This is an optimization exercise on Yosys and OpenROAD, whose aim is small area, a short achievable clock period and few clock cycles per item, not a production implementation.
The RTL was checked by simulation tests, not by an equivalence proof against the original design.

==> flow/design.v <==
module bpf_alu_seq #(
    parameter int WIDTH = 32
) (
    input  logic             clk,
    input  logic             rst,
    input  logic             in_valid,
    output logic             in_ready,
    input  logic [WIDTH-1:0] i1,
    input  logic [WIDTH-1:0] i2,
    input  logic [3:0]       op,
    output logic             out_valid,
    input  logic             out_ready,
    output logic [WIDTH-1:0] o,
    output logic             dz
);
    function automatic logic [5:0] clz32(input logic [31:0] x);
        logic [5:0] n;
        n = 6'd32;
        for (int k = 0; k < 32; k++)
            if (x[k]) n = 31 - k;
        clz32 = n;
    endfunction
    function automatic logic [31:0] rev32(input logic [31:0] x);
        logic [31:0] r;
        for (int k = 0; k < 32; k++) r[k] = x[31-k];
        rev32 = r;
    endfunction
    logic d_mov, d_add, d_sub, d_mul, d_div, d_and, d_or, d_not, d_xor;
    logic d_lsh, d_rsh, d_mod, d_neg, d_rsv;
    assign d_mov = (op == 4'd0);
    assign d_add = (op == 4'd1);
    assign d_sub = (op == 4'd2);
    assign d_mul = (op == 4'd3);
    assign d_div = (op == 4'd4);
    assign d_and = (op == 4'd5);
    assign d_or  = (op == 4'd6);
    assign d_not = (op == 4'd7);
    assign d_xor = (op == 4'd8);
    assign d_lsh = (op == 4'd9);
    assign d_rsh = (op == 4'd10);
    assign d_mod = (op == 4'd11);
    assign d_neg = (op == 4'd12);
    assign d_rsv = (op[3:2] == 2'b11) && (op[1:0] != 2'b00);
    logic swp;
    assign swp = d_mul & (((i2[31:16] != 16'd0) & (i1[31:16] == 16'd0)) |
                          ((i2[31:8] != 24'd0) & (i1[31:8] == 24'd0)));
    logic        xv;         
    logic        xd;         
    logic        f_sum, f_sub, f_and, f_or, f_xor, f_shl, f_shr, f_mul, f_dm, f_mod;
    logic        xinit;      
    logic        dzf;        
    logic [31:0] ra, rq;
    logic [32:0] rb;
    logic [5:0]  lza, lzb;
    logic [3:0]  cnt;
    logic        ov;
    logic [31:0] ro;
    logic        rdz;
    logic [32:0] add_s;
    assign add_s = {1'b0, ra} + {1'b0, rb[31:0] ^ {32{f_sub}}} + {32'd0, f_sub};
    logic [5:0]  dshift;
    logic        dtriv;
    logic [4:0]  dsh;
    logic [32:0] sh_out;
    assign dshift = lzb - lza;
    assign dtriv  = dshift[5] | dzf;
    assign dsh    = dshift[0] ? dshift[4:0] : dshift[4:0] + 5'd1;
    assign sh_out = {1'b0, (xinit ? rb[31:0] : ra)} << (xinit ? dsh : rb[4:0]);
    logic [31:0] mul_s;
    assign mul_s = rq + (rb[0] ? ra : 32'd0) + (rb[1] ? {ra[30:0], 1'b0} : 32'd0)
                      + (rb[2] ? {ra[29:0], 2'b0} : 32'd0) + (rb[3] ? {ra[28:0], 3'b0} : 32'd0);
    logic        ge1, ge2;
    logic [31:0] r1, r2;
    logic [32:0] t2;
    logic [31:0] quo_nx;
    assign ge1    = add_s[32] & ~rb[32];
    assign r1     = ge1 ? add_s[31:0] : ra;
    assign t2     = {1'b0, r1} - {1'b0, rb[32:1]};
    assign ge2    = ~t2[32];
    assign r2     = ge2 ? t2[31:0] : r1;
    assign quo_nx = {rq[29:0], ge1, ge2};
    logic [31:0] xres;
    always_comb begin
        xres = 32'd0;
        if (f_sum) xres = xres | add_s[31:0];
        if (f_and) xres = xres | (ra & rb[31:0]);
        if (f_or)  xres = xres | (ra | rb[31:0]);
        if (f_xor) xres = xres | (ra ^ rb[31:0]);
        if (f_shl) xres = xres | sh_out[31:0];
        if (f_shr) xres = xres | rev32(sh_out[31:0]);
        if (f_mul) xres = xres | mul_s;
        if (f_dm)  xres = xres | (xinit ? (f_mod ? ra : 32'd0) : (f_mod ? r2 : quo_nx));
    end
    logic x_done, x_move, accept, ret, o_free;
    assign x_done    = xd | (xinit & dtriv);
    assign ret       = ov & out_ready;
    assign o_free    = ~ov | out_ready;
    assign in_ready  = ~xv | (x_done & o_free);
    assign accept    = in_valid & in_ready;
    assign x_move    = xv & x_done & o_free;
    assign out_valid = ov;
    assign o         = ro;
    assign dz        = rdz;
    always_ff @(posedge clk or posedge rst) begin
        if (rst) begin
            xv <= 1'b0;
            xd <= 1'b0;
            ov <= 1'b0;
        end else begin
            xv <= accept | (xv & ~x_move);
            if (accept)
                xd <= d_mul ? ((swp ? i1[31:4] : i2[31:4]) == 28'd0) : !(d_div | d_mod);
            else if (xv && !xd) begin
                if (f_mul)      xd <= (rb[31:8] == 24'd0);
                else if (xinit) xd <= (dsh[4:1] == 4'd0);
                else            xd <= (cnt == 4'd1);
            end
            ov <= x_move | (ov & ~out_ready);
        end
    end
    always_ff @(posedge clk) begin
        if (accept) begin
            f_sum <= d_add | d_sub | d_neg;
            f_sub <= d_sub | d_neg | d_div | d_mod;
            f_and <= d_and;
            f_or  <= d_or | d_mov | d_rsv;
            f_xor <= d_xor | d_not;
            f_shl <= d_lsh;
            f_shr <= d_rsh;
            f_mul <= d_mul;
            f_dm  <= d_div | d_mod;
            f_mod <= d_mod;
            xinit <= d_div | d_mod;
            dzf   <= (i2 == 32'd0);
            ra    <= (d_neg | d_mov | d_rsv) ? 32'd0 : (d_rsh ? rev32(i1) : (swp ? i2 : i1));
            rb    <= {1'b0, (d_neg | swp) ? i1 : (d_not ? 32'hFFFF_FFFF : (d_rsv ? 32'd0 : i2))};
            rq    <= 32'd0;
            lza   <= clz32(i1);
            lzb   <= clz32(i2);
        end else if (xv && !x_done) begin
            if (f_mul) begin
                rq <= mul_s;
                ra <= {ra[27:0], 4'd0};
                rb <= {5'd0, rb[31:4]};
            end else if (xinit) begin
                rb    <= sh_out;
                cnt   <= dsh[4:1];
                xinit <= 1'b0;
            end else begin
                ra  <= r2;
                rq  <= quo_nx;
                rb  <= {2'b0, rb[32:2]};
                cnt <= cnt - 4'd1;
            end
        end
        if (x_move) begin
            ro  <= xres;
            rdz <= f_dm & xinit & dzf;
        end
    end
endmodule
==> flow/run.sh <==
#!/bin/bash
# synth_recipe.tcl (not shown) runs the flow's synth.tcl, then flattens the netlist and writes it again
# the make line also repeats each setting of config.mk as NAME=value (left out here)
make -C /OpenROAD-flow-scripts/flow DESIGN_CONFIG=/design/flow/config.mk WORK_HOME=/design/flow/orfs CLKGATE_MAP_FILE= SYNTH_SCRIPT=/design/flow/synth_recipe.tcl finish
==> flow/config.mk <==
export PLATFORM = sky130hd
export DESIGN_NAME = bpf_alu_seq
export DESIGN_NICKNAME = bpf_alu_seq
export VERILOG_FILES = /design/flow/design.v
export SDC_FILE = /design/flow/constraint.sdc
export NUM_CORES = 4
export LEC_CHECK = 0
export CAP_MARGIN = 20
export CORE_MARGIN = 2
export CORE_UTILIZATION = 30
export SETUP_SLACK_MARGIN = 4
export SLEW_MARGIN = 20
==> flow/constraint.sdc <==
create_clock -name core_clock -period 10.0 [get_ports {clk}]
set_input_delay 2.0000 -clock core_clock [delete_from_list [all_inputs] [get_ports {clk}]]
set_output_delay 2.0000 -clock core_clock [all_outputs]
set_load 0.01 [all_outputs]
==> impl_results.md, run 1 <==
* Post-Route WL at 108000 um
* Startpoint Class: flop
* CTS root buffer: clkbuf_16
* Post-route core utilization at 36.7%
* Starting Density at 30.2%
* CP required at 10270 ps
* Pin count of the biggest net entering global routing at 133
* Avg Cell Area, Syn at 8.10 sq um
* Top cell type's share of synthesized area at 17.1%
* Final GP Congestion at 1.03
* Post-synth top cells: 303 x nor2_1, 251 x a21oi_1, 215 x nand2_1, 185 x o21ai_0, 166 x ha_1
* Crit-path leading delay family: compound AO/OA/AOI/OAI gates
* Cell with the most instances after synthesis: nor2_1
* Finished Layout Cells at 3795
* Least-Margin Pin Slew at 1260 ps
* First-pass GRT wire length at 153000 um
* Post-synth cell types at 83
* Minimum clock period at 6530 ps
* GR Util met3 at 8.45%
* Total GRT Usage at 28.0%
* HP Class: reg2reg
* Buffers on Ports at 106
* Area Overhead vs Synth at 21.7%
* Met2 Usage GRT at 40.1%
* Max Cap Violations at 0
* Max Clock Freq at 0.153 GHz
* Final Skew at 17.8 ps
* Die X at 274 um
* Crit Path Max Fanout at 7
* FF+latch count, synth at 161
* Mapped Area at 0.0219 sq mm
* Fin. Hold Viols at 0
* Final period utilization at 65.3%
* Die area at 0.0753 sq mm
* Top-Level Pins at 107
* H-tree levels at 4
* Vias per cell at 6.14
* Initial antenna violation count at 7
* Slew margin rel. at 15.7%
* CTS tree: built
* Drt drc at 0
* Final setup violation count at 0
* DP HPWL at 76700 um
* Vias at 23300
* Post-CTS Hold Buffers at 0
* Max incr delay on CP at 580 ps
* Post-Synthesis Cells at 2710
* Max Slew Vio Count at 0
* CTS Sinks at 161
* Number of synthesized flops with an enable pin at 125
* WP data arrival at 6810 ps
* Synth Flop Type: edfxtp_1
* Cell Rows at 99
* Cells after DPL at 3656
* DR pass1 iterations at 8
* Clk pin slew, worst setup/hold paths at 80 ps
* WL/cell at 28.5 um
* CTS Buf Count at 17
* Die height at 274 um
* CP Class: reg2reg
* Status: finished clean
* CTS max path bufs at 2
* Met1 Use GR at 38.2%
* Buffers & Inverters on Critical Path at 7
* Synth top area cells: edfxtp_1 17%, ha_1 9.5%, fa_1 8.3%
* Post-synth ARST share at 1.86%
* Synth Warn # at 1
* Initial DRC Count at 2974
* Detail Route Antenna Nets at 0
* Slowest CP cell: or4_4
* Core area at 0.0727 sq mm
* Vias in the first global route at 21500
* Dominant cell type by area after synthesis: edfxtp_1
* Post-synthesis sequential area ratio at 20.5%
* Unrepaired setup endpoints after global routing: true
* # nets final at 3151
* Setup TNS at 0 ps
* Critical path capture point type: flop
* Clock latency (worst-skew pair) at 530 ps
* Post-Syn Nets at 3039
* Grt total ovfl at 0
* GRT busiest layer: met2
* Fillcell total at 7556
* Layout cell share with drive strength beyond 1 at 13.4%
-- cells in the final DEF (no fill, tap or decap), types with 24 or more instances in the layout --
cell,synthesis,routed
ha_1,166,139
fa_1,91,89
a21oi_1,251,239
o31ai_1,36,34
o211ai_1,47,47
xnor2_1,57,55
nor3_1,33,30
nand2_1,215,204
edfxtp_1,125,125
o21ai_1,6,24
nand2b_1,44,44
o21a_1,24,24
buf_4,4,105
a221oi_1,26,24
nand3_1,36,32
and2_1,50,50
nor2b_1,40,39
a21o_1,44,44
inv_1,122,117
o21ai_0,185,148
a211oi_1,30,26
dfxtp_1,33,33
mux2i_1,120,110
a31oi_1,28,24
clkdlybuf4s50_1,0,106
nor2_1,303,294
or3_1,29,28
xor2_1,62,60
a221o_1,24,24
-- metrics by stage --
step                      setup WS (ps)  hold WS [ps]  area [sq um]
after floorplan                    3990           460         22000
after global placement             2330           486         24000
after detailed placement           2220           486         24000
after CTS                          3730           507         25800
after global routing               3380           558         26700
final                              3470           499         26700
-- cells by family (layout without fill, tap and decap cells) --
logic type,after synthesis,count (layout),share of synthesized area [%]
flip-flops,161,161,20.5
adder cells (fa/ha/maj),257,257,17.8
AO/OA/AOI/OAI,901,901,27.0
XOR/XNOR,119,119,4.75
other,0,1,0
buffers and inverters,292,417,5.28
multiplexers,155,155,7.32
AND/OR/NAND/NOR,825,825,17.4
-- path summary, 6_finish.rpt --
path	startpoint	to	slack [ps]	depth (start not counted)
max	f_sub	ro[11]	3470	26
min	rq[31]	rq[31]	500	2
max reg2reg	f_sub	ro[11]	3470	26
min reg2reg	rq[31]	rq[31]	500	2
max in group asynchronous	rst	xd	8250	2
min in group asynchronous	rst	xv	1630	2
-- routing by layer --
layer / part of all wire, % / vias up
li1: - / 10200
met1: 42 / 11400
met2: 41 / 1439
met3: 12 / 299
met4: 5.1 / 10
met5: 0.053 / -
-- registers in the layout, indices dropped and copies added, names as in the netlist, 4 cells and up --
signal	flops
lza	6
rb	33
rq	32
lzb	6
ro	32
cnt	4
ra	32
-- repair_timing --
item / in CTS / in global routing
resized for setup: 138 / 139
endpoints found under the setup margin: 77 / 67
setup buffers: 50 / 47
gates cloned: 9 / 0
pin swaps: 49 / 59
-- cell type report --
class / instances / area, sq um / share of cell area [%]
antenna: 1 / 2.50 / 0.00937
clock buffer: 17 / 425 / 1.59
clock inverter: 15 / 185 / 0.694
inverter: 125 / 482 / 1.80
multi-input combinational: 2257 / 17300 / 64.7
sequential: 161 / 4490 / 16.8
tap: 959 / 1200 / 4.49
timing repair buffer: 259 / 2640 / 9.90
timing repair inverter: 1 / 7.51 / 0.0281
-- worst reg2reg max path: stages, from the launching register on --
cell	delay [ps]
edfxtp_1	520
buf_6	180
mux2_4	280
fa_2	370
a211oi_2	220
o21ai_2	130
o211a_1	300
or4_4	580
a31oi_4	230
buf_12	150
buf_12	140
nor2_4	50
xnor2_2	200
ha_2	200
inv_2	40
fa_2	410
a211oi_4	250
o21ai_2	140
nand4_1	160
nand3_2	160
a41oi_4	230
o211ai_1	220
buf_4	210
clkbuf_16	180
buf_6	150
mux2_4	300
a221o_1	300
Testbench counts, summed over its fixed seeds: cycles 18,344, items 12,000.
==> run 2: changes to the inputs <==
--- a/flow/design.v
+++ b/flow/design.v
@@ -59,3 +59,3 @@
     logic [32:0] add_s;
-    assign add_s = {1'b0, ra} + {1'b0, rb[31:0] ^ {32{f_sub}}} + {32'd0, f_sub};
+    assign add_s = {1'b0, ra} + {1'b0, rb[31:0]} + {32'd0, f_sub};
     logic [5:0]  dshift;
@@ -75,6 +75,6 @@
     logic [31:0] quo_nx;
-    assign ge1    = add_s[32] & ~rb[32];
+    assign ge1    = add_s[32] & rb[32];
     assign r1     = ge1 ? add_s[31:0] : ra;
-    assign t2     = {1'b0, r1} - {1'b0, rb[32:1]};
-    assign ge2    = ~t2[32];
+    assign t2     = {1'b0, r1} + {1'b0, rb[32:1]} + 33'd1;
+    assign ge2    = t2[32];
     assign r2     = ge2 ? t2[31:0] : r1;
@@ -135,3 +135,3 @@
             ra    <= (d_neg | d_mov | d_rsv) ? 32'd0 : (d_rsh ? rev32(i1) : (swp ? i2 : i1));
-            rb    <= {1'b0, (d_neg | swp) ? i1 : (d_not ? 32'hFFFF_FFFF : (d_rsv ? 32'd0 : i2))};
+            rb    <= {1'b0, d_neg ? ~i1 : (d_sub ? ~i2 : (swp ? i1 : (d_not ? 32'hFFFF_FFFF : (d_rsv ? 32'd0 : i2))))};
             rq    <= 32'd0;
@@ -145,3 +145,3 @@
             end else if (xinit) begin
-                rb    <= sh_out;
+                rb    <= ~sh_out;
                 cnt   <= dsh[4:1];
@@ -151,3 +151,3 @@
                 rq  <= quo_nx;
-                rb  <= {2'b0, rb[32:2]};
+                rb  <= {2'b11, rb[32:2]};
                 cnt <= cnt - 4'd1;
--- a/flow/config.mk
+++ b/flow/config.mk
@@ -10,3 +10,3 @@
 export CORE_UTILIZATION = 30
-export SETUP_SLACK_MARGIN = 4
+export SETUP_SLACK_MARGIN = 4.5
 export SLEW_MARGIN = 20
==> impl_results.md, run 2 <==
* Status: finished clean
* Cell Rows at 98 (-1.0%)
* Clock latency (worst-skew pair) at 500 ps (-30 ps)
* Synth Flop Type: edfxtp_1
* Max incr delay on CP at 500 ps (-80 ps)
* Setup TNS at 0 ps (unchanged)
* Buffers on Ports at 106 (unchanged)
* Buffers & Inverters on Critical Path at 3 (-4)
* Number of synthesized flops with an enable pin at 125 (unchanged)
* CTS tree: built
* Top layer in use: met5
* Slowest CP cell: edfxtp_1
* Crit path cell chain: ha_1 > a21o_1 > or3_4 > o221a_4 > a211o_4 > nand4_4 > a21o_4 > nand2_8 > mux2_4 > inv_4 > ha_4 > fa_2 > nor2b_2 > o31a_1 > o21ai_2 > a21oi_2 > o211ai_1 > nand4b_1 > and2_4 > buf_12 > buf_12 > mux2i_4 > o211ai_1
* Total GRT Usage at 27.6% (-0.35 points)
* Reg-to-reg endpoint: ro[23]
* Most flops, register: rb
* Final GP Congestion at 1.05 (+2.7%)
* Critical path capture point type: flop
* DP HPWL at 77000 um (+0.36%)
* Pre-CTS WS at 3040 ps (+816 ps)
* Max reg flops at 33 (unchanged)
* Synth top area cells: edfxtp_1 17%, fa_1 8.5%, ha_1 8.0%
* Grt total ovfl at 0 (unchanged)
* Reg-to-reg slack, setup at 4310 ps (+840 ps)
* Area Overhead vs Synth at 24.7%
* Drt drc at 0 (unchanged)
* Max Clock Freq at 0.176 GHz (+15%)
* CTS Sinks at 161 (unchanged)
* Finished Layout Cells at 3872 (+2.0%)
* Detail Route Antenna Nets at 0 (unchanged)
* Clk pin slew, worst setup/hold paths at 90 ps (about the same)
* CP required at 10280 ps (about the same)
* Die height at 272 um (-0.88%)
* Commonest non-fill, non-tap cell in the layout: nor2_1
* Minimum clock period at 5690 ps (-840 ps)
* DR pass1 iterations at 6 (-2)
* Dominant cell type by area after synthesis: edfxtp_1
* DP Area at 0.0236 sq mm (-1.5%)
* Post-synth cell types at 76 (-8.4%)
* Slew margin rel. at 21.8% (+6.1 points)
* First-pass GRT wire length at 152000 um (-0.89%)
* Pin count of the biggest net entering global routing at 108 (-19%)
* Avg Cell Area, Syn at 7.78 sq um (-3.9%)
* Startpoint Class: flop
* Top cell type's share of synthesized area at 17.4% (+0.31 points)
* Post-Syn Nets at 3072 (+1.1%)
* Post-Route M1 WL at 44200 um (-1.6%)
* FF+latch count, synth at 161 (unchanged)
* Post-Synthesis Cells at 2771 (+2.3%)
* Synth Warn # at 1 (unchanged)
* Max Slew Vio Count at 0 (unchanged)
* Die area at 0.0740 sq mm (-1.7%)
* CTS Buf Count at 17 (unchanged)
* Finished Cell Area at 0.0269 sq mm (+0.65%)
* WL met3 at 13000 um (-1.7%)
* CP Class: reg2reg
* Hold_ws at 489 ps (-10.4 ps)
* WP data arrival at 5970 ps (-840 ps)
* Layout cell share with drive strength beyond 1 at 16.2% (+2.8 points)
* Vias per cell at 6.25 (+1.8%)
* Top-Level Pins at 107 (unchanged)
* Unrepaired setup endpoints after global routing: true
* Worst setup margin at 4310 ps (+840 ps)
* Fillcell total at 7387 (-2.2%)
* HP Class: reg2reg
* Seq. cell area at 0.00449 sq mm (unchanged)
* Die X at 272 um (-0.88%)
* Mapped Area at 0.0216 sq mm (-1.8%)
* Commonest non-fill, non-tap cells in the layout: 294 x nor2_1, 267 x nand2_1, 246 x a21oi_1
* Post-synthesis sequential area ratio at 20.8% (+0.37 points)
* Multi-input logic area at 0.0172 sq mm (-0.44%)
* # nets final at 3205 (+1.7%)
* Hold Path Sink: rq[31]
* Fin. Hold Viols at 0 (unchanged)
* WL/cell at 28.0 um (-1.7%)
* Routed met2 length at 45100 um (+1.5%)
* Cells after DPL at 3703 (+1.3%)
* Post-synth ARST share at 1.86% (unchanged)
* Post-route core utilization at 37.7% (+0.94 points)
* Post-synth top cells: 307 x nor2_1, 274 x nand2_1, 272 x a21oi_1, 200 x o21ai_0, 146 x clkbuf_1
* Cell with the most instances after synthesis: nor2_1
* Hold path startpoint: rq[31]
* H-tree levels at 4 (unchanged)
* Worst r2r src: ra[4]
* Crit Path Max Fanout at 8 (+1)
* Starting Density at 30.2% (about the same)
* Final Skew at 20.0 ps (+2.10 ps)
* Hold depth at 2 (unchanged)
* CTS root buffer: clkbuf_16
* Post-CTS Hold Buffers at 0 (unchanged)
* Final period utilization at 56.9% (-8.4 points)
* CTS max path bufs at 2 (unchanged)
* Initial DRC Count at 3279 (+10%)
* Least-Margin Pin Slew at 1160 ps (-99.4 ps)
* Core area at 0.0714 sq mm (-1.9%)
* Max Cap Violations at 0 (unchanged)
* R2R depth at 23 (-12%)
* Crit-path leading delay family: compound AO/OA/AOI/OAI gates
* Vias in the first global route at 22100 (+2.8%)
* Vias at 24200 (+3.9%)
* Final setup violation count at 0 (unchanged)
* Initial antenna violation count at 5 (-2)
* Post-Route WL at 108000 um (+0.30%)
run 2: logic make-up (layout without fill, tap and decap cells):
kind of cell,after synthesis,in the layout,synth area share (%)
AND/OR/NAND/NOR,877,879,18.3
adder cells (fa/ha/maj),229,229,16.5
multiplexers,103,103,5.03
other,0,5,0
buffers and inverters,309,453,5.47
flip-flops,161,161,20.8
AO/OA/AOI/OAI,1010,1010,30.6
XOR/XNOR,82,82,3.33
run 2: metal layers:
metal	track usage [%]	vias up
li1	-	10500
met1	38.5	11800
met2	40.6	1640
met3	6.29	283
met4	12.1	4
met5	0	-
run 2: cell type report:
class | instances | area share (%)
inverters | 130 | 1.89
multi-input cells | 2303 | 64.0
well taps | 950 | 4.42
clock buffers | 17 | 1.58
diodes | 5 | 0.0466
clock inverters | 15 | 0.703
repair inverters | 1 | 0.0140
repair buffers | 290 | 10.7
flip-flops and latches | 161 | 16.7
run 2: worst max path at each step:
stage,startpoint,depth (start not counted),endpoint
after CTS,rb[0],23,ro[17]
after floorplan,rb[1],27,ra[4]
after global routing,ra[23],23,ro[17]
after global placement,ra[0],24,ro[17]
after detailed placement,rb[3],23,ro[17]
final,ra[4],23,ro[23]
run 2: worst min-delay path, stage by stage (launching register included):
cell and delay, ps:
dfxtp_1 320, nand3_1 60, o21ai_0 60
run 2: timing repair:
item / 4_1_cts / 5_1_grt
resized for setup: 110 / 211
cloned: 7 / 10
setup endpoints to repair: 77 / 78
buffers inserted: 68 / 47
pin swaps: 27 / 102
Testbench counts of run 2, summed over its fixed seeds: cycles 18,344, items 12,000.
==> run 3: changes to the inputs <==
--- a/flow/design.v
+++ b/flow/design.v
@@ -51,3 +51,4 @@
     logic        dzf;        
-    logic [31:0] ra, rq;
+    logic [31:0] ra;
+    logic        qz;         
     logic [32:0] rb;
@@ -57,2 +58,4 @@
     logic [31:0] ro;
+    logic [31:0] rq;
+    assign rq = qz ? 32'd0 : ro;
     logic        rdz;
@@ -91,3 +94,3 @@
         if (f_mul) xres = xres | mul_s;
-        if (f_dm)  xres = xres | (xinit ? (f_mod ? ra : 32'd0) : (f_mod ? r2 : quo_nx));
+        if (f_dm)  xres = xres | (xinit ? (f_mod ? ra : 32'd0) : ((f_mod & xd) ? r2 : quo_nx));
     end
@@ -112,3 +115,3 @@
                 xd <= d_mul ? ((swp ? i1[31:4] : i2[31:4]) == 28'd0) : !(d_div | d_mod);
-            else if (xv && !xd) begin
+            else if (xv && !xd && o_free) begin
                 if (f_mul)      xd <= (rb[31:8] == 24'd0);
@@ -136,8 +139,8 @@
             rb    <= {1'b0, d_neg ? ~i1 : (d_sub ? ~i2 : (swp ? i1 : (d_not ? 32'hFFFF_FFFF : (d_rsv ? 32'd0 : i2))))};
-            rq    <= 32'd0;
+            qz    <= 1'b1;
             lza   <= clz32(i1);
             lzb   <= clz32(i2);
-        end else if (xv && !x_done) begin
+        end else if (xv && !x_done && o_free) begin
             if (f_mul) begin
-                rq <= mul_s;
+                qz <= 1'b0;
                 ra <= {ra[27:0], 4'd0};
@@ -150,3 +153,3 @@
                 ra  <= r2;
-                rq  <= quo_nx;
+                qz  <= 1'b0;
                 rb  <= {2'b11, rb[32:2]};
@@ -155,4 +158,4 @@
         end
+        if (x_move || (xv && !x_done && o_free && !xinit)) ro <= xres;
         if (x_move) begin
-            ro  <= xres;
             rdz <= f_dm & xinit & dzf;
==> impl_results.md, run 3 <==
* Setup TNS at 0 ps (unchanged)
* Vias at 23200 (-4.1%)
* Die height at 267 um (-1.7%)
* Initial DRC Count at 3653 (+11%)
* Initial antenna violation count at 6 (+1)
* Top-Level Pins at 107 (unchanged)
* Area Overhead vs Synth at 23.4%
* Clk pin slew, worst setup/hold paths at 60 ps (-30 ps)
* Post-synth cell types at 78 (+2.6%)
* Post-Route WL at 105000 um (-3.4%)
* Hold_ws at 613 ps (+125 ps)
* Final Skew at 13.5 ps (-6.41 ps)
* Minimum clock period at 5630 ps (-60.1 ps)
* Max Cap Violations at 0 (unchanged)
* Multi-input logic area at 0.0169 sq mm (-1.7%)
* Detail Route Antenna Nets at 0 (unchanged)
* # nets final at 3074 (-4.1%)
* Unrepaired setup endpoints after global routing: true
* Status: finished clean
* Pre-CTS WS at 2660 ps (-380 ps)
* Synth Warn # at 1 (unchanged)
* Synth Flop Type: edfxtp_1
* Final setup violation count at 0 (unchanged)
* Startpoint Class: flop
* Post-synth ARST share at 2.31% (+0.44 points)
* Buffers on Ports at 106 (unchanged)
* Seq. cell area at 0.00387 sq mm (-14%)
* FF+latch count, synth at 130 (-19%)
* Pin count of the biggest net entering global routing at 88 (-19%)
* CP required at 10150 ps (-130 ps)
* WP data arrival at 5780 ps (-190 ps)
* DR pass1 iterations at 8 (+2)
* Layout cell share with drive strength beyond 1 at 15.6% (-0.57 points)
* Critical path capture point type: flop
* Worst setup margin at 4370 ps (+60.1 ps)
* Commonest non-fill, non-tap cell in the layout: nor2_1
* H-tree levels at 4 (unchanged)
* WL/cell at 28.2 um (+0.60%)
* CTS tree: built
* Top cell type's share of synthesized area at 18.0% (+0.62 points)
* Max reg flops at 33 (unchanged)
* Commonest non-fill, non-tap cells in the layout: 254 x nor2_1, 234 x a21oi_1, 230 x nand2_1
* DP HPWL at 76200 um (-0.94%)
* Vias in the first global route at 21800 (-1.1%)
* Grt total ovfl at 0 (unchanged)
* Cell Rows at 96 (-2.0%)
* Final period utilization at 56.3% (-0.60 points)
* CTS root buffer: clkbuf_16
* Final GP Congestion at 1.04 (-1.6%)
* Vias per cell at 6.25 (-0.13%)
* Post-synth top cells: 262 x nor2_1, 246 x a21oi_1, 233 x nand2_1, 155 x o21ai_0, 137 x ha_1
* Post-Synthesis Cells at 2633 (-5.0%)
* Cell with the most instances after synthesis: nor2_1
* CTS Sinks at 130 (-19%)
* CTS Buf Count at 17 (unchanged)
* Fillcell total at 7080 (-4.2%)
* Total GRT Usage at 28.5% (+0.85 points)
* First-pass GRT wire length at 150000 um (-1.4%)
* Most flops, register: rb
* Fin. Hold Viols at 0 (unchanged)
* Finished Layout Cells at 3718 (-4.0%)
* Synth top area cells: edfxtp_1 18%, fa_1 8.8%, ha_1 8.2%
* Mapped Area at 0.0208 sq mm (-3.4%)
* Slew margin rel. at 14.0% (-7.8 points)
* Post-Syn Nets at 2934 (-4.5%)
* Least-Margin Pin Slew at 1280 ps (+119 ps)
* Dominant cell type by area after synthesis: edfxtp_1
* Number of synthesized flops with an enable pin at 125 (unchanged)
* CP Class: reg2reg
* Die X at 267 um (-1.7%)
* Crit Path Max Fanout at 8 (unchanged)
* Largest regs: rb: 33 flops, ra: 32 flops, ro: 32 flops
* HP Class: reg2reg
* Clock latency (worst-skew pair) at 450 ps (-50 ps)
* Die area at 0.0715 sq mm (-3.4%)
* CTS max path bufs at 2 (unchanged)
* Avg Cell Area, Syn at 7.91 sq um (+1.6%)
* Post-synthesis sequential area ratio at 18.6% (-2.2 points)
* Max Clock Freq at 0.178 GHz (+1.1%)
* Starting Density at 30.3% (+0.15 points)
* Max Slew Vio Count at 0 (unchanged)
* Core area at 0.0686 sq mm (-3.9%)
* Cells after DPL at 3561 (-3.8%)
* Post-CTS Hold Buffers at 0 (unchanged)
* Drt drc at 0 (unchanged)
## run 3: cell types whose count changed in the layout (fill, tap and decap cells not counted), sizes merged, moves of 17 or more
cell and change:
nand2 -44, a22o -18, nor2 -45, a221o +24, dfxtp -31, o21ai -44
mux2i +17, a21oi -27, a211oi -29, nor2b +45
## run 3: logic make-up (layout without fill, tap and decap cells)
kind of cell	count (synthesis)	count (layout)	share of synthesized area, %
adder cells (fa/ha/maj)	229	229	17.1
flip-flops	130	130	18.6
multiplexers	125	125	6.30
other	0	1	0
AND/OR/NAND/NOR	847	847	19.2
AO/OA/AOI/OAI	921	921	29.8
buffers and inverters	300	453	5.66
XOR/XNOR	81	81	3.41
## run 3: final cells by class
cell class | instances | area share (%)
inverter | 138 | 2.05
clock inverter | 12 | 0.429
antenna | 1 | 0.00974
tap | 931 | 4.54
multi-input combinational | 2203 | 65.8
sequential | 130 | 15.1
timing repair buffer | 283 | 10.4
clock buffer | 20 | 1.70
## run 3: worst paths after layout
| kind | from | to | slack, ps | depth (start not counted) |
|---|---|---|---|---|
| min reg2reg | xv | xv | 610 | 2 |
| min | xv | xv | 610 | 2 |
| max in group asynchronous | rst | xd | 8150 | 2 |
| max | rb[8] | ro[23] | 4370 | 22 |
| min in group asynchronous | rst | ov | 1720 | 2 |
| max reg2reg | rb[8] | ro[23] | 4370 | 22 |
## run 3: critical path: stages (launching register included)
cell	delay (ps)
edfxtp_1	520
buf_4	200
ha_1	230
a211o_1	340
a211oi_2	220
o21a_1	210
o211ai_4	130
a32oi_4	300
buf_12	180
buf_8	140
mux2_4	330
ha_4	270
nor2b_4	140
o31a_1	220
o2111ai_4	190
a2111o_1	500
a31oi_4	190
o211ai_1	120
buf_4	190
buf_12	170
and2_4	160
o31ai_4	200
o211ai_1	150
## run 3: per-layer routing
layer / vias up / global-route usage [%] / part of all wire [%]
li1: 10100 / - / -
met1: 11200 / 38.9 / 39
met2: 1628 / 41.0 / 40
met3: 301 / 6.75 / 13
met4: 2 / 15.9 / 7.0
met5: - / 0 / 0.011
## run 3: per-stage QoR
stage          util [%]  instance area [sq um]
5_1_grt            37.4                  25700
2_1_floorplan         -                  20800
4_1_cts            36.3                  24900
3_3_place_gp       33.3                  22900
6_report           37.4                  25700
3_5_place_dp       33.4                  22900
## run 3: repair_timing
action,4_1_cts,5_1_grt
pin swaps,44,62
resized for setup,160,104
endpoints found under the setup margin,65,66
buffers inserted,87,30
cloned,4,3
Testbench counts of run 3, summed over its fixed seeds: cycles 18,344, items 12,000.
==> run 4: changes to the inputs <==
--- a/flow/config.mk
+++ b/flow/config.mk
@@ -9,3 +9,3 @@
 export CORE_MARGIN = 2
-export CORE_UTILIZATION = 30
+export CORE_UTILIZATION = 50
 export SETUP_SLACK_MARGIN = 4.5
==> impl_results.md, run 4 <==
* Die X at 208 um (-22%)
* CP Class: reg2reg
* CTS tree: built
* Crit-path leading delay family: compound AO/OA/AOI/OAI gates
* Fillcell total at 3614 (-49%)
* Vias in the first global route at 22000 (+0.59%)
* Reg-to-reg endpoint: ro[12]
* Post-Syn Nets at 2934 (unchanged)
* Die height at 208 um (-22%)
* WL/cell at 31.7 um (+12%)
* Max Clock Freq at 0.177 GHz (-0.22%)
* Starting Density at 50.9% (+21 points)
* Initial DRC Count at 3993 (+9.3%)
* Synth top area cells: edfxtp_1 18%, fa_1 8.8%, ha_1 8.2%
* # nets final at 3071 (-0.098%)
* Dominant cell type by area after synthesis: edfxtp_1
* Post-synth top cells: 262 x nor2_1, 246 x a21oi_1, 233 x nand2_1, 155 x o21ai_0, 137 x ha_1
* Cell Rows at 74 (-23%)
* Max Cap Violations at 0 (unchanged)
* Status: finished clean
* Slew margin rel. at 13.4% (-0.62 points)
* Largest regs: rb: 33 flops, ra: 32 flops, ro: 32 flops
* HP Class: reg2reg
* CP required at 10200 ps (+50 ps)
* Core area at 0.0409 sq mm (-40%)
* Minimum clock period at 5640 ps (+12.6 ps)
* Least-Margin Pin Slew at 1290 ps (+14.4 ps)
* Finished Layout Cells at 3315 (-11%)
* Final period utilization at 56.4% (+0.13 points)
* Post-synthesis sequential area ratio at 18.6% (unchanged)
* Slowest CP cell: edfxtp_1
* CTS Sinks at 130 (unchanged)
* Buffers on Ports at 106 (unchanged)
* Post-route core utilization at 61.7% (+24 points)
* FF+latch count, synth at 130 (unchanged)
* Unrepaired setup endpoints after global routing: true
* Final GP Congestion at 1.06 (+2.2%)
* First-pass GRT wire length at 148000 um (-1.1%)
* Number of synthesized flops with an enable pin at 125 (unchanged)
* Worst r2r src: ra[7]
* Pin count of the biggest net entering global routing at 72 (-18%)
* Cells after DPL at 3155 (-11%)
* Post-CTS Hold Buffers at 0 (unchanged)
* Vias per cell at 7.21 (+15%)
* Finished Cell Area at 0.0252 sq mm (-1.8%)
* R2R depth at 18 (-18%)
* Detail Route Antenna Nets at 0 (unchanged)
* Clk pin slew, worst setup/hold paths at 70 ps (about the same)
* Total GRT Usage at 46.1% (+18 points)
* Top cell type's share of synthesized area at 18.0% (unchanged)
* DP Area at 0.0223 sq mm (-2.5%)
* Crit Path Max Fanout at 7 (-1)
* CTS Buf Count at 17 (unchanged)
* Area Overhead vs Synth at 21.2%
* Avg Cell Area, Syn at 7.91 sq um (unchanged)
* Critical path capture point type: flop
* Reg-to-reg slack, setup at 4360 ps (about the same)
* Layout cell share with drive strength beyond 1 at 16.1% (+0.52 points)
* Initial antenna violation count at 3 (-3)
* Synth Flop Type: edfxtp_1
* Max Slew Vio Count at 0 (unchanged)
* CTS max path bufs at 2 (unchanged)
* Clock latency (worst-skew pair) at 460 ps (about the same)
* Commonest non-fill, non-tap cell in the layout: nor2_1
* Max incr delay on CP at 560 ps (+40 ps)
* Drt drc at 0 (unchanged)
* H-tree levels at 4 (unchanged)
* Setup TNS at 0 ps (unchanged)
* Vias at 23900 (+3.0%)
* Startpoint Class: flop
* Commonest non-fill, non-tap cells in the layout: 254 x nor2_1, 233 x a21oi_1, 230 x nand2_1
* Mapped Area at 0.0208 sq mm (unchanged)
* Synth Warn # at 1 (unchanged)
* Fin. Hold Viols at 0 (unchanged)
* Final Skew at 12.0 ps (-1.52 ps)
* Die area at 0.0433 sq mm (-39%)
* DP HPWL at 75500 um (-0.99%)
* End point of the critical path: ro[12]
* Post-Route WL at 105000 um (+0.30%)
* Most flops, register: rb
* Post-synth cell types at 78 (unchanged)
* Cell with the most instances after synthesis: nor2_1
* Top-Level Pins at 107 (unchanged)
* Critical Path Source: ra[7]
* DR pass1 iterations at 9 (+1)
* Post-Synthesis Cells at 2633 (unchanged)
* WP data arrival at 5850 ps (+70 ps)
* Final setup violation count at 0 (unchanged)
* Antenna Cells at 0 (-1)
* Cell count along the critical path at 18 (-18%)
* Crit path cell chain: buf_4 > ha_1 > nor2_1 > or4_4 > o211ai_4 > a32oi_4 > buf_12 > buf_12 > mux2_4 > ha_4 > nor2b_4 > o31a_1 > o2111ai_4 > a2111o_1 > a31oi_4 > o211a_4 > mux2_4 > a221o_1
* CTS root buffer: clkbuf_16
* Max reg flops at 33 (unchanged)
* Grt total ovfl at 0 (unchanged)
* Post-synth ARST share at 2.31% (unchanged)
* Buffers & Inverters on Critical Path at 3 (-2)
-- run 4: tightest hold or removal path, stage by stage, from the launching register on --
cell and delay [ps]:
dfrtp_1 340, nand2b_1 130, o21ai_0 100
-- run 4: cell families after synthesis --
| group | after synthesis | share of synthesized area (%) |
|---|---|---|
| AND/OR/NAND/NOR | 847 | 19.2 |
| multiplexers | 125 | 6.30 |
| buffers and inverters | 300 | 5.66 |
| AO/OA/AOI/OAI | 921 | 29.8 |
| XOR/XNOR | 81 | 3.41 |
| adder cells (fa/ha/maj) | 229 | 17.1 |
| flip-flops | 130 | 18.6 |
-- run 4: cell type report --
type | count | area (sq um) | area share (%)
multi-input combinational | 2205 | 17000 | 67.2
clock inverter | 15 | 186 | 0.739
tap | 532 | 666 | 2.64
clock buffer | 17 | 425 | 1.69
inverter | 138 | 526 | 2.08
sequential | 130 | 3870 | 15.3
timing repair inverter | 1 | 5.00 | 0.0198
timing repair buffer | 277 | 2590 | 10.3
-- run 4: metal layers --
metal	global-route usage (%)	part of all wire [%]
met5	0	0.021
met4	24.9	7.3
met3	15.7	16
met2	65.2	40
met1	61.5	37
-- run 4: repair_timing --
item,CTS,global route
setup buffers,83,34
resized for setup,153,130
gates cloned,6,5
pin swaps,31,58
endpoints found under the setup margin,79,72
-- run 4: per-stage QoR --
step | worst slack [ps] | hold WS [ps]
CTS | 4460 | 606
global route | 4340 | 651
global placement | 2950 | 575
finish | 4360 | 609
floorplan | 4520 | 509
detailed placement | 2780 | 588
-- run 4: worst min path at each step --
stage	endpoint	startpoint	depth (start not counted)	slack [ps]
6_report	ov	ov	2	610
4_1_cts	ov	ov	2	610
3_5_place_dp	ov	ov	2	590
3_3_place_gp	ov	ov	2	570
2_1_floorplan	rb[32]	rb[32]	2	510
5_1_grt	ov	ov	2	650
==> run 5: changes to the inputs <==
--- a/flow/config.mk
+++ b/flow/config.mk
@@ -10,3 +10,3 @@
 export CORE_UTILIZATION = 50
-export SETUP_SLACK_MARGIN = 4.5
+export SETUP_SLACK_MARGIN = 5
 export SLEW_MARGIN = 20
==> impl_results.md, run 5 <==
* Status: finished clean
* CTS Buf Count at 17 (unchanged)
* Antenna Cells at 0 (unchanged)
* DR pass1 iterations at 9 (unchanged)
* Post-synth ARST share at 2.31% (unchanged)
* Max incr delay on CP at 580 ps (+20 ps)
* Die area at 0.0433 sq mm (unchanged)
* Least-Margin Pin Slew at 1160 ps (-135 ps)
* Final setup violation count at 0 (unchanged)
* Number of synthesized flops with an enable pin at 125 (unchanged)
* Critical path capture point type: flop
* Final GP Congestion at 1.05 (-0.47%)
* FF+latch count, synth at 130 (unchanged)
* Worst path most repeated cell: buf_12
* WL/cell at 31.5 um (-0.56%)
* Crit path cell chain: inv_1 > ha_4 > nand4_1 > or4_4 > o211ai_4 > a32oi_4 > buf_6 > buf_12 > mux2i_4 > ha_2 > fa_2 > nor2b_4 > o31a_1 > o2111ai_4 > a2111o_1 > a31oi_2 > o211a_4 > buf_12 > buf_16 > buf_8 > nor2_4 > a221o_1
* Layout cell share with drive strength beyond 1 at 17.8% (+1.7 points)
* Starting Density at 50.9% (unchanged)
* Clk pin slew, worst setup/hold paths at 70 ps (about the same)
* First-pass GRT wire length at 149000 um (+0.51%)
* Hold_ws at 596 ps (-13.0 ps)
* Die X at 208 um (unchanged)
* CP Class: reg2reg
* WP data arrival at 6000 ps (+150 ps)
* Multi-input logic area at 0.0170 sq mm (+0.38%)
* CP required at 10200 ps (about the same)
* Commonest non-fill, non-tap cells in the layout: 248 x nor2_1, 228 x a21oi_1, 225 x nand2_1
* Pin count of the biggest net entering global routing at 73 (+1.4%)
* Buffers on Ports at 106 (unchanged)
* Finished Layout Cells at 3352 (+1.1%)
* Setup TNS at 0 ps (unchanged)
* Clock latency (worst-skew pair) at 460 ps (about the same)
* Vias in the first global route at 22000 (+0.26%)
* Mapped Area at 0.0208 sq mm (unchanged)
* Die height at 208 um (unchanged)
* Minimum clock period at 5800 ps (+158 ps)
* Drt drc at 0 (unchanged)
* CTS tree: built
* CTS root buffer: clkbuf_16
* Max reg flops at 33 (unchanged)
* Synth Flop Type: edfxtp_1
* Cell Rows at 74 (unchanged)
* Post-Syn Nets at 2934 (unchanged)
* Area Overhead vs Synth at 23.3%
* Post-synthesis sequential area ratio at 18.6% (unchanged)
* Grt total ovfl at 0 (unchanged)
* DP Area at 0.0226 sq mm (+1.2%)
* Top cell type's share of synthesized area at 18.0% (unchanged)
* Top-Level Pins at 107 (unchanged)
* Startpoint Class: flop
* Post-Synthesis Cells at 2633 (unchanged)
* Initial DRC Count at 3830 (-4.1%)
* Post-synth cell types at 78 (unchanged)
* Finished Cell Area at 0.0257 sq mm (+1.7%)
* Max Cap Violations at 0 (unchanged)
* Fillcell total at 3560 (-1.5%)
* Synth top area cells: edfxtp_1 18%, fa_1 8.8%, ha_1 8.2%
* DP HPWL at 74600 um (-1.1%)
* Final Skew at 8.36 ps (-3.66 ps)
* H-tree levels at 4 (unchanged)
* CTS Sinks at 130 (unchanged)
* Slowest CP cell: or4_4
* Cell with the most instances after synthesis: nor2_1
* Max Slew Vio Count at 0 (unchanged)
* Post-Route WL at 106000 um (+0.55%)
* CTS max path bufs at 2 (unchanged)
* Cells after DPL at 3164 (+0.29%)
* Max Clock Freq at 0.172 GHz (-2.7%)
* Initial antenna violation count at 7 (+4)
* Core area at 0.0409 sq mm (unchanged)
* # nets final at 3108 (+1.2%)
* Crit Path Max Fanout at 6 (-1)
* Most flops, register: rb
* Vias per cell at 7.19 (-0.34%)
* Dominant cell type by area after synthesis: edfxtp_1
* Avg Cell Area, Syn at 7.91 sq um (unchanged)
* HP Class: reg2reg
* Synth Warn # at 1 (unchanged)
* Seq. cell area at 0.00387 sq mm (unchanged)
* Post-CTS Hold Buffers at 0 (unchanged)
* Final period utilization at 58.0% (+1.6 points)
* Post-synth top cells: 262 x nor2_1, 246 x a21oi_1, 233 x nand2_1, 155 x o21ai_0, 137 x ha_1
* Commonest non-fill, non-tap cell in the layout: nor2_1
* Largest regs: rb: 33 flops, ra: 32 flops, ro: 32 flops
* Vias at 24100 (+0.77%)
* Total GRT Usage at 46.5% (+0.46 points)
* Fin. Hold Viols at 0 (unchanged)
* Slew margin rel. at 22.4% (+9.0 points)
* Detail Route Antenna Nets at 0 (unchanged)
* Unrepaired setup endpoints after global routing: true
==> run 5: cell type report <==
class,count,share of cell area [%]
repair buffers,312,11.8
flip-flops and latches,130,15.1
clock inverters,15,0.487
repair inverters,2,0.0487
inverters,138,2.05
well taps,532,2.59
multi-input cells,2206,66.3
clock buffers,17,1.66
==> run 5: cells by family (layout without fill, tap and decap cells) <==
kind of cell,count (synthesis),count (layout),synth area share (%)
simple gates,847,850,19.2
mux,125,125,6.30
compound gates,921,921,29.8
fa+ha+maj,229,229,17.1
flops,130,130,18.6
xor+xnor,81,81,3.41
buf+inv,300,484,5.66
==> run 5: timing repair <==
item	CTS	global route
endpoints found under the setup margin	89	79
gates resized for setup	172	106
buffers inserted	82	57
pin swaps	59	50
gates cloned	12	4
==> run 5: final timing paths <==
| check | from | end | slack, ps | cells past startpoint |
|---|---|---|---|---|
| min in group asynchronous | rst | xv | 1710 | 2 |
| hold / removal | ov | ov | 600 | 2 |
| max in group asynchronous | rst | ov | 8150 | 2 |
| hold reg to reg | ov | ov | 600 | 2 |
| setup / recovery | rb[10] | ro[25] | 4200 | 22 |
| setup reg to reg | rb[10] | ro[25] | 4200 | 22 |
==> run 5: layer usage <==
layer | up-vias | global-route usage (%) | share of wire, %
li1 | 10200 | - | -
met1 | 11400 | 60.2 | 36
met2 | 2027 | 67.0 | 40
met3 | 441 | 16.3 | 16
met4 | 10 | 26.9 | 7.6
met5 | - | 0 | 0.063
==> run 5: worst max-delay path, delay by kind of cell (launching register included) <==
family	cells	cell delay [ps]
AO/OA/AOI/OAI	8	2160
AND/OR/NAND/NOR	4	870
multiplexers	1	190
flip-flops	1	570
buffers and inverters	6	820
adder cells (fa/ha/maj)	3	890
==> run 5: per-stage QoR <==
| step | setup slack, ps | utilization (%) |
|---|---|---|
| 2_1_floorplan | 4760 | - |
| 3_3_place_gp | 3080 | 55.1 |
| 3_5_place_dp | 2810 | 55.2 |
| 4_1_cts | 4420 | 60.4 |
| 5_1_grt | 4230 | 62.7 |
| 6_report | 4200 | 62.7 |
==> run 6: changes to the inputs <==
--- a/flow/config.mk
+++ b/flow/config.mk
@@ -9,4 +9,5 @@
 export CORE_MARGIN = 2
-export CORE_UTILIZATION = 50
-export SETUP_SLACK_MARGIN = 5
+export CORE_UTILIZATION = 30
+export CTS_BUF_LIST = sky130_fd_sc_hd__clkbuf_8
+export SETUP_SLACK_MARGIN = 4.5
 export SLEW_MARGIN = 20
==> impl_results.md, run 6 <==
* CTS root buffer: clkbuf_8
* Max Slew Vio Count at 0 (unchanged)
* Die area at 0.0715 sq mm (+65%)
* Total GRT Usage at 28.4% (-18 points)
* Finished Layout Cells at 3719 (+11%)
* Clk pin slew, worst setup/hold paths at 80 ps (about the same)
* CP Class: reg2reg
* Post-synth top cells: 262 x nor2_1, 246 x a21oi_1, 233 x nand2_1, 155 x o21ai_0, 137 x ha_1
* Starting Density at 30.3% (-21 points)
* Minimum clock period at 5650 ps (-153 ps)
* Post-Synthesis Cells at 2633 (unchanged)
* FF+latch count, synth at 130 (unchanged)
* WL/cell at 28.2 um (-11%)
* Core area at 0.0686 sq mm (+68%)
* Commonest non-fill, non-tap cells in the layout: 255 x nor2_1, 234 x a21oi_1, 230 x nand2_1
* Max Clock Freq at 0.177 GHz (+2.7%)
* Detail Route Antenna Nets at 0 (unchanged)
* Least-Margin Pin Slew at 1360 ps (+199 ps)
* Avg Cell Area, Syn at 7.91 sq um (unchanged)
* CP required at 10200 ps (about the same)
* Final period utilization at 56.5% (-1.5 points)
* Vias in the first global route at 21700 (-1.3%)
* CTS Buf Count at 17 (unchanged)
* Commonest non-fill, non-tap cell in the layout: nor2_1
* Setup TNS at 0 ps (unchanged)
* Slew margin rel. at 8.78% (-14 points)
* Post-synth cell types at 78 (unchanged)
* Initial antenna violation count at 7 (unchanged)
* DP HPWL at 76200 um (+2.2%)
* CTS tree: built
* Post-Syn Nets at 2934 (unchanged)
* Post-Route WL at 105000 um (-0.83%)
* Cell with the most instances after synthesis: nor2_1
* First-pass GRT wire length at 149000 um (+0.51%)
* DP Area at 0.0229 sq mm (+1.3%)
* Status: finished clean
* Most flops, register: rb
* Clock latency (worst-skew pair) at 500 ps (+40 ps)
* Critical path capture point type: flop
* Finished Cell Area at 0.0255 sq mm (-0.83%)
* # nets final at 3072 (-1.2%)
* Layout cell share with drive strength beyond 1 at 15.4% (-2.4 points)
* Pin count of the biggest net entering global routing at 88 (+21%)
* Initial DRC Count at 3658 (-4.5%)
* Fin. Hold Viols at 0 (unchanged)
* Top-Level Pins at 107 (unchanged)
* H-tree levels at 4 (unchanged)
* Buffers on Ports at 106 (unchanged)
* Startpoint Class: flop
* Final Skew at 21.0 ps (+12.7 ps)
* Largest regs: rb: 33 flops, ra: 32 flops, ro: 32 flops
* Cell Rows at 96 (+30%)
* CTS max path bufs at 2 (unchanged)
* Die height at 267 um (+29%)
* Die X at 267 um (+29%)
* Mapped Area at 0.0208 sq mm (unchanged)
* Fillcell total at 7134 (+100%)
* CTS Sinks at 130 (unchanged)
* Max Cap Violations at 0 (unchanged)
* Drt drc at 0 (unchanged)
* Unrepaired setup endpoints after global routing: true
* WP data arrival at 5850 ps (-150 ps)
* Post-synth ARST share at 2.31% (unchanged)
* HP Class: reg2reg
* Final GP Congestion at 1.04 (-1.7%)
* Synth Warn # at 1 (unchanged)
* Post-route core utilization at 37.1% (-26 points)
* Number of synthesized flops with an enable pin at 125 (unchanged)
* Dominant cell type by area after synthesis: edfxtp_1
* Synth top area cells: edfxtp_1 18%, fa_1 8.8%, ha_1 8.2%
* Top cell type's share of synthesized area at 18.0% (unchanged)
* Post-synthesis sequential area ratio at 18.6% (unchanged)
* DR pass1 iterations at 6 (-3)
* Max reg flops at 33 (unchanged)
* Final setup violation count at 0 (unchanged)
* Grt total ovfl at 0 (unchanged)
* Vias per cell at 6.27 (-13%)
* Synth Flop Type: edfxtp_1
* Seq. cell area at 0.00387 sq mm (unchanged)
* Vias at 23300 (-3.3%)
* Area Overhead vs Synth at 22.3%
* Multi-input logic area at 0.0169 sq mm (-0.90%)
* Cells after DPL at 3561 (+13%)
* Crit Path Max Fanout at 7 (+1)
* Post-CTS Hold Buffers at 0 (unchanged)
-- run 6: cell type report --
class | instances | share of cell area (%)
Sequential cell | 130 | 15.2
Inverter | 138 | 2.06
Clock inverter | 15 | 0.477
Multi-Input combinational cell | 2203 | 66.3
Tap cell | 931 | 4.58
Clock buffer | 17 | 0.919
Antenna cell | 4 | 0.0393
Timing Repair Buffer | 281 | 10.4
-- run 6: logic make-up after synthesis --
logic type	after synthesis	share of synthesized area [%]
simple gates	847	19.2
fa+ha+maj	229	17.1
xor+xnor	81	3.41
flops	130	18.6
mux	125	6.30
buf+inv	300	5.66
compound gates	921	29.8
-- run 6: through the flow --
step	hold WS [ps]	setup slack, ps
floorplan	509	4520
global placement	589	2840
detailed placement	605	2660
CTS	627	4360
global route	671	4270
finish	617	4350
-- run 6: routing by layer --
metal  global-route usage (%)  routed length [um]
met1                     39.0               41600
met2                     41.1               42800
met3                     6.86               13500
met4                     14.9                6680
met5                        0                  40
-- run 6: what timing repair did --
item	CTS	global route
setup endpoints to repair	65	65
gates cloned	3	5
gates resized for setup	140	121
setup buffers	86	28
pin swaps	34	59
-- run 6: path summary, 6_finish.rpt --
| kind | startpoint | endpoint | slack, ps | cells after the start |
|---|---|---|---|---|
| min in group asynchronous | rst | ov | 1670 | 2 |
| worst max-delay path | ra[6] | ro[23] | 4350 | 22 |
| worst min-delay path | ov | ov | 620 | 2 |
| worst min register to register | ov | ov | 620 | 2 |
| max in group asynchronous | rst | xd | 8200 | 2 |
| worst max register to register | ra[6] | ro[23] | 4350 | 22 |
-- run 6: worst max-delay path, cell delays in order (launching register included) --
cell	delay, ps
edfxtp_1	500
buf_4	210
ha_2	260
o21a_1	200
nor2_1	90
or4_4	460
o211ai_4	300
a32oi_4	160
buf_12	180
buf_12	140
mux2_4	320
ha_4	280
nor2b_4	150
o31a_1	220
o2111ai_4	190
a2111o_1	510
a31oi_4	190
o211ai_1	140
buf_4	200
buf_12	160
and2_4	160
o31ai_2	190
o211ai_1	150
==> run 7: changes to the inputs <==
--- a/flow/config.mk
+++ b/flow/config.mk
@@ -13 +13,2 @@
 export SLEW_MARGIN = 20
+export TNS_END_PERCENT = 10
==> impl_results.md, run 7 <==
* Final GP Congestion at 1.04 (unchanged)
* Slew margin rel. at 9.47% (+0.69 points)
* Die X at 267 um (unchanged)
* Grt total ovfl at 0 (unchanged)
* DP Area at 0.0229 sq mm (unchanged)
* Largest regs: rb: 33 flops, ra: 32 flops, ro: 32 flops
* Detail Route Antenna Nets at 0 (unchanged)
* Cells after DPL at 3561 (unchanged)
* Max reg flops at 33 (unchanged)
* Synth Warn # at 1 (unchanged)
* H-tree levels at 4 (unchanged)
* Avg Cell Area, Syn at 7.91 sq um (unchanged)
* Worst path most repeated cell: mux2_4
* CTS root buffer: clkbuf_8
* Layout cell share with drive strength beyond 1 at 13.8% (-1.7 points)
* Largest family of logic cells by synthesized area: compound AO/OA/AOI/OAI gates
* Top-Level Pins at 107 (unchanged)
* Post-synthesis sequential area ratio at 18.6% (unchanged)
* Finished Layout Cells at 3703 (-0.43%)
* Total GRT Usage at 28.4% (-0.048 points)
* Post-synth cell types at 78 (unchanged)
* Vias in the first global route at 21800 (+0.27%)
* Final setup violation count at 0 (unchanged)
* First-pass GRT wire length at 149000 um (-0.18%)
* Dominant cell type by area after synthesis: edfxtp_1
* Post-Syn Nets at 2934 (unchanged)
* Slowest CP cell: edfxtp_1
* Minimum clock period at 5650 ps (-2.76 ps)
* DP HPWL at 76200 um (unchanged)
* Max Cap Violations at 0 (unchanged)
* Vias per cell at 6.26 (about the same)
* WL/cell at 28.2 um (about the same)
* Most flops, register: rb
* Finished Cell Area at 0.0251 sq mm (-1.6%)
* Post-Route WL at 104000 um (-0.40%)
* Status: finished clean
* Vias at 23200 (-0.50%)
* Post-Synthesis Cells at 2633 (unchanged)
* Synth Area in XOR/XNOR at 3.41% (unchanged)
* Initial antenna violation count at 10 (+3)
* Least-Margin Pin Slew at 1350 ps (-10.2 ps)
* DR pass1 iterations at 6 (unchanged)
* Clock latency (worst-skew pair) at 500 ps (about the same)
* Unrepaired setup endpoints after global routing: true
* Critical path capture point type: flop
* Crit-path leading delay family: compound AO/OA/AOI/OAI gates
* Synth Flop Type: edfxtp_1
* CP Class: reg2reg
* Reg-to-reg endpoint: ro[7]
* Post-synth ARST share at 2.31% (unchanged)
* Initial DRC Count at 3468 (-5.2%)
* Clk pin slew, worst setup/hold paths at 90 ps (about the same)
* CP required at 10240 ps (+40 ps)
* Hold Path Sink: ov
* Post-synth top cells: 262 x nor2_1, 246 x a21oi_1, 233 x nand2_1, 155 x o21ai_0, 137 x ha_1
* Buffers & Inverters on Critical Path at 4 (-1)
* Max Slew Vio Count at 0 (unchanged)
* Commonest non-fill, non-tap cell in the layout: nor2_1
* Post-CTS Hold Buffers at 0 (unchanged)
* Commonest non-fill, non-tap cells in the layout: 257 x nor2_1, 239 x a21oi_1, 232 x nand2_1
* Setup TNS at 0 ps (unchanged)
* Area Overhead vs Synth at 20.4%
* Fin. Hold Viols at 0 (unchanged)
* Hold path startpoint: ov
* CTS Sinks at 130 (unchanged)
* Top cell type's share of synthesized area at 18.0% (unchanged)
* Hold depth at 2 (unchanged)
* Crit Path Max Fanout at 7 (unchanged)
* Post-Synth Simple-Gate Area at 19.2% (unchanged)
* Reg-to-reg slack, setup at 4350 ps (about the same)
* Worst r2r src: rb[26]
* Number of synthesized flops with an enable pin at 125 (unchanged)
* Mapped Area at 0.0208 sq mm (unchanged)
* Drt drc at 0 (unchanged)
* Crit path cell chain: inv_1 > ha_1 > nand2_1 > o21ai_1 > nor3_2 > o211ai_4 > a32oi_4 > buf_12 > buf_4 > mux2_4 > ha_2 > a21oi_1 > and3_4 > a2111o_1 > a31oi_4 > o211a_4 > buf_8 > mux2_4 > a221o_1
* Die area at 0.0715 sq mm (unchanged)
* CTS tree: built
* Pin count of the biggest net entering global routing at 88 (unchanged)
* Max Clock Freq at 0.177 GHz (about the same)
* Hold_ws at 619 ps (+1.90 ps)
* R2R depth at 19 (-14%)
* Cell with the most instances after synthesis: nor2_1
* # nets final at 3056 (-0.52%)
* Startpoint Class: flop
* CTS Buf Count at 17 (unchanged)
* HP Class: reg2reg
* Max incr delay on CP at 610 ps (+100 ps)
* Die height at 267 um (unchanged)
* Final Skew at 21.5 ps (+0.440 ps)
* Buffers on Ports at 106 (unchanged)
* Cell Rows at 96 (unchanged)
* Compound-Gate Fraction of Synth Area at 29.8% (unchanged)
* CTS max path bufs at 2 (unchanged)
* WP data arrival at 5890 ps (+40 ps)
* Starting Density at 30.3% (unchanged)
* Post-synthesis mux area share at 6.30% (unchanged)
* FF+latch count, synth at 130 (unchanged)
* Core area at 0.0686 sq mm (unchanged)
* Synth top area cells: edfxtp_1 18%, fa_1 8.8%, ha_1 8.2%
* Adder-cell share of the synthesized area at 17.1% (unchanged)
* Final period utilization at 56.5% (about the same)
## run 7: cell types whose count changed in the layout (fill, tap and decap cells not counted), sizes merged
cell | before | now
buf | 169 | 154
clkbuf | 21 | 20
clkdlybuf4s50 | 105 | 106
dlymetal6s2s | 1 | 0
## run 7: metrics by stage
step	util (%)	setup slack, ps
after floorplan	-	4520
after global placement	33.3	2840
after CTS	35.6	4360
after global routing	36.5	4270
after detailed placement	33.4	2660
final	36.5	4350
## run 7: final cells by class
| class | instances | area, sq um |
|---|---|---|
| antenna | 4 | 10.0 |
| clock buffer | 17 | 234 |
| clock inverter | 15 | 121 |
| fill | 7163 | 43500 |
| inverter | 138 | 526 |
| multi-input combinational | 2203 | 16600 |
| sequential | 130 | 3870 |
| tap | 931 | 1160 |
| timing repair buffer | 265 | 2490 |
## run 7: worst max path at each step
stage / start / endpoint / slack, ps / cells after the start
3_3_place_gp: rb[3] / ro[9] / 2840 / 19
6_report: rb[26] / ro[7] / 4350 / 19
3_5_place_dp: ra[23] / ro[9] / 2660 / 19
5_1_grt: rb[0] / ro[25] / 4270 / 20
4_1_cts: rb[0] / ro[9] / 4360 / 22
2_1_floorplan: rb[1] / ra[18] / 4520 / 21
## run 7: logic make-up after synthesis
logic type | Yosys count
flip-flops | 130
adder cells (fa/ha/maj) | 229
multiplexers | 125
XOR/XNOR | 81
AO/OA/AOI/OAI | 921
AND/OR/NAND/NOR | 847
buffers and inverters | 300
## run 7: metal layers
layer / track usage [%] / wire length, um / vias up
li1: - / - / 10000
met1: 38.8 / 41700 / 11200
met2: 40.9 / 42700 / 1639
met3: 7.14 / 13600 / 283
met4: 15.1 / 6340 / 4
met5: 0 / 23 / -
## run 7: tightest hold or removal path, delay by kind of cell, from the launching register on
kind | cells | cell delay, ps
AND/OR/NAND/NOR | 1 | 120
flip-flops | 1 | 350
AO/OA/AOI/OAI | 1 | 110
## run 7: what timing repair did
action,in CTS,in global routing
setup endpoints to repair,65,65
gates cloned,3,4
resized for setup,113,79
setup buffers,84,15
pin swaps,25,38

[static timing again, ports no longer ideal]
In the flow no input, the clock included, has a driving cell. The finished layouts below were timed again as built, in two steps.
Step 1, drivers: a clkbuf_16 drives clk and a buf_2 each remaining input, both assumed.
Step 2, shift: input delay + t, output delay - t, t = (earliest + latest rising clock arrival at the registers) / 2. This alone moves slack from input paths to output paths.
a / b / c = ideal ports / drivers / drivers and shift; a / b = the first two.
run	t (ns)	setup slack, ns	hold WS [ns]	worst setup path at the end	worst slew at a driven data input, ns
run 1	0.577	3.467 / 3.467 / 3.467	0.499 / 0.499 / 0.499	register to register	0.05
run 2	0.559	4.308 / 4.308 / 4.090	0.489 / 0.489 / 0.489	input to register	0.04
run 3	0.491	4.368 / 4.368 / 4.151	0.613 / 0.613 / 0.613	input to register	0.04
run 4	0.508	4.355 / 4.355 / 4.313	0.609 / 0.609 / 0.609	input to register	0.04
run 5	0.505	4.198 / 4.198 / 4.198	0.596 / 0.596 / 0.596	register to register	0.05
run 6	0.532	4.351 / 4.351 / 4.151	0.617 / 0.617 / 0.617	input to register	0.04
run 7	0.534	4.354 / 4.354 / 4.116	0.619 / 0.619 / 0.619	input to register	0.04
After both steps setup and hold are still met in every run listed. The setup slack of run 7, which loses most, moves by 0.000 ns with the drivers and by -0.238 ns with both steps.
